This is an optimization exercise on Yosys and OpenROAD, whose aim is small area, a short achievable clock period and few clock cycles, not a production implementation. Function was checked by simulation only, so behaviour that the tests miss may differ from the original. No driver is modelled on the clock port, so clocking that relies on it looks cheaper here than on a real chip. Power and IR drop assume default switching activity.

// kbest_ped_sorter
module kbest_ped_sorter #(
  parameter int PED_W = 24,
  parameter int SYM_W = 12,
  parameter int NSYM  = 4,
  parameter int K     = 16,
  parameter int CNT_W = 8
) (
  input  logic                    clk,
  input  logic                    rstn,
  input  logic                    in_valid,
  output logic                    in_ready,
  input  logic                    in_last,
  input  logic [PED_W-1:0]        in_ped,
  input  logic [NSYM*SYM_W-1:0]   in_sym,
  output logic                    out_valid,
  input  logic                    out_ready,
  output logic                    out_last,
  output logic [PED_W-1:0]        out_ped,
  output logic [NSYM*SYM_W-1:0]   out_sym,
  output logic [$clog2(K)-1:0]    out_rank,
  output logic [CNT_W-1:0]        set_count
);
==> flow/config.mk <==
export PLATFORM = sky130hd
export DESIGN_NAME = kbest_ped_sorter
export DESIGN_NICKNAME = kbest_ped_sorter
export VERILOG_FILES = /design/flow/design.v
export SDC_FILE = /design/flow/constraint.sdc
export NUM_CORES = 4
export LEC_CHECK = 0
export CAP_MARGIN = 20
export CORE_MARGIN = 2
export CORE_UTILIZATION = 50
export CTS_CLUSTER_DIAMETER = 70
export CTS_CLUSTER_SIZE = 28
export PLACE_DENSITY = 0.65
export SLEW_MARGIN = 20
export TNS_END_PERCENT = 2
==> flow/constraint.sdc <==
create_clock -name core_clock -period 7.0 [get_ports {clk}]
set_input_delay 1.4000 -clock core_clock [delete_from_list [all_inputs] [get_ports {clk}]]
set_output_delay 1.4000 -clock core_clock [all_outputs]
set_load 0.01 [all_outputs]
standard.sh (not shown) runs the stock make flow with config.mk's settings and CLKGATE_MAP_FILE= SYNTH_SCRIPT=/design/flow/synth_recipe.tcl, a recipe that flattens the netlist after the stock synthesis.
==> flow/flow/run.sh <==
#!/bin/bash
# The standard ORFS layout, run step by step so that the setup-repair
# margin can differ between the floorplan step (ideal clocks, no wires) and
# the later steps (propagated clocks, placed and routed wires). Ports are
# buffered with buf_4 instead of the default (a slow delay cell).
set -euo pipefail
FP_MARGIN=2.5
LATE_MARGIN=4.4
export BUFFER_PORTS_ARGS="-buffer_cell sky130_fd_sc_hd__buf_4"
sed 's/"\${@:-finish}"/SETUP_SLACK_MARGIN="$SSM" "${@:-finish}"/' standard.sh > standard_margin.sh
grep -q 'SETUP_SLACK_MARGIN="$SSM"' standard_margin.sh
SSM=$FP_MARGIN   bash standard_margin.sh synth     > synth.log 2>&1
SSM=$FP_MARGIN   bash standard_margin.sh floorplan > floorplan.log 2>&1
SSM=$LATE_MARGIN bash standard_margin.sh place     > place.log 2>&1
SSM=$LATE_MARGIN bash standard_margin.sh cts       > cts.log 2>&1
SSM=$LATE_MARGIN bash standard_margin.sh route     > route.log 2>&1
SSM=$LATE_MARGIN bash standard_margin.sh finish    > finish.log 2>&1
test -s out/final.def
Testbench counts at the start, summed over its fixed seeds: cycles 7,816.
Edit:
--- a/flow/flow/run.sh
+++ b/flow/flow/run.sh
@@ -7,3 +7,3 @@
 FP_MARGIN=2.5
-LATE_MARGIN=4.4
+LATE_MARGIN=4.5
 export BUFFER_PORTS_ARGS="-buffer_cell sky130_fd_sc_hd__buf_4"
Settings changed: CORE_UTILIZATION 50 to 60, CTS_CLUSTER_DIAMETER 70 to 60, CTS_CLUSTER_SIZE 28 to 24, PLACE_DENSITY 0.65 to 0.7, TNS_END_PERCENT 2 to not set.
Effect:
- The changed run failed in global routing
- synthesized cell count stays the same
- area after synthesis does not change
Edit:
--- a/flow/flow/run.sh
+++ b/flow/flow/run.sh
@@ -7,3 +7,3 @@
 FP_MARGIN=2.5
-LATE_MARGIN=4.5
+LATE_MARGIN=4
 export BUFFER_PORTS_ARGS="-buffer_cell sky130_fd_sc_hd__buf_4"
Settings changed: CORE_UTILIZATION 60 to 50, PLACE_DENSITY 0.7 to 0.65, TNS_END_PERCENT set to 5.
The new run finished with timing, DRC and antenna clean.
Area after synthesis stays the same.
Synthesized cell count stays the same.

========
== job 5727 ==
Starting RTL as in the previous note.
Design kbest_ped_sorter, start of the top module:
module kbest_ped_sorter #(
  parameter int PED_W = 24,
  parameter int SYM_W = 12,
  parameter int NSYM  = 4,
  parameter int K     = 16,
  parameter int CNT_W = 8
) (
  input  logic                    clk,
  input  logic                    rstn,
  input  logic                    in_valid,
  output logic                    in_ready,
  input  logic                    in_last,
  input  logic [PED_W-1:0]        in_ped,
  input  logic [NSYM*SYM_W-1:0]   in_sym,
  output logic                    out_valid,
  input  logic                    out_ready,
  output logic                    out_last,
  output logic [PED_W-1:0]        out_ped,
  output logic [NSYM*SYM_W-1:0]   out_sym,
  output logic [$clog2(K)-1:0]    out_rank,
  output logic [CNT_W-1:0]        set_count
);
Settings: LEC_CHECK=0, CAP_MARGIN=20, CORE_MARGIN=2, CORE_UTILIZATION=50, CTS_CLUSTER_DIAMETER=70, CTS_CLUSTER_SIZE=28, PLACE_DENSITY=0.65, SLEW_MARGIN=20, TNS_END_PERCENT=5; clock period 7.0 ns.
==> flow/flow/run.sh <==
#!/bin/bash
# The standard ORFS layout, run step by step so that the setup-repair
# margin can differ between the floorplan step (ideal clocks, no wires) and
# the later steps (propagated clocks, placed and routed wires). Ports are
# buffered with buf_4 instead of the default (a slow delay cell).
set -euo pipefail
FP_MARGIN=2.5
LATE_MARGIN=4
export BUFFER_PORTS_ARGS="-buffer_cell sky130_fd_sc_hd__buf_4"
sed 's/"\${@:-finish}"/SETUP_SLACK_MARGIN="$SSM" "${@:-finish}"/' standard.sh > standard_margin.sh
grep -q 'SETUP_SLACK_MARGIN="$SSM"' standard_margin.sh
SSM=$FP_MARGIN   bash standard_margin.sh synth     > synth.log 2>&1
SSM=$FP_MARGIN   bash standard_margin.sh floorplan > floorplan.log 2>&1
SSM=$LATE_MARGIN bash standard_margin.sh place     > place.log 2>&1
SSM=$LATE_MARGIN bash standard_margin.sh cts       > cts.log 2>&1
SSM=$LATE_MARGIN bash standard_margin.sh route     > route.log 2>&1
SSM=$LATE_MARGIN bash standard_margin.sh finish    > finish.log 2>&1
test -s out/final.def
Testbench counts of job 5727, summed over its fixed seeds: cycles 7,816.
## Diff of input files: job 4643 against job 5727
Settings: TNS_END_PERCENT changed from 5 to 2.
--- a/flow/flow/run.sh
+++ b/flow/flow/run.sh
@@ -6,5 +6,5 @@
 set -euo pipefail
 FP_MARGIN=2.5
-LATE_MARGIN=4
+LATE_MARGIN=4.2
 export BUFFER_PORTS_ARGS="-buffer_cell sky130_fd_sc_hd__buf_4"
 sed 's/"\${@:-finish}"/SETUP_SLACK_MARGIN="$SSM" "${@:-finish}"/' standard.sh > standard_margin.sh
Notes after the runs:
- Diff job 5727 -> job 4643: count of vias placed by the detailed router -316, clock-cell share of area was more or less identical.
- Job 4643 vs job 5727 — count of instances resized after the clock tree is built climbed by more than 10%
- Diff job 5727..job 4643 | die boundary height | unchanged
- Job 4643 reports its launching element of the worst setup path as in_ped[1] while job 5727 reports in_ped[5].
- For sequential power, job 5727 and job 4643 come out practically identical.

-- afterwards: timing with drivers on the ports --
No port has a modelled driver above. Below, the same layouts with a new extraction and two added sets of constraints.
Step 1 sets driving cells, clkbuf_16 on the clock port and buf_2 on the other inputs (assumed; they add their load-dependent delay and slew).
Step 2 adds t to the input delays and takes it off the output delays; t is the mean of the earliest and latest rising clock arrival at the registers after step 1. Input paths then give back, and output paths get back, about the clock's delay inside the block.
Slacks: ideal ports / drivers / drivers and shift; pairs: ideal ports / drivers.
run | shift t [ns] | setup slack, ns | worst data-port slew with drivers (ns)
the first run of note 1 | 0.834 | 3.771 / 3.695 / 2.861 | 0.23
the third run of note 1 | 0.836 | 3.718 / 3.718 / 2.897 | 0.27
job 5727 | 0.834 | 3.709 / 3.710 / 2.885 | 0.26
job 4643 | 0.830 | 3.786 / 3.693 / 2.863 | 0.24
After both steps every run listed still meets setup and hold. For job 4643, which loses most, drivers alone change the setup slack by -0.093 ns; drivers and shift together by -0.923 ns.
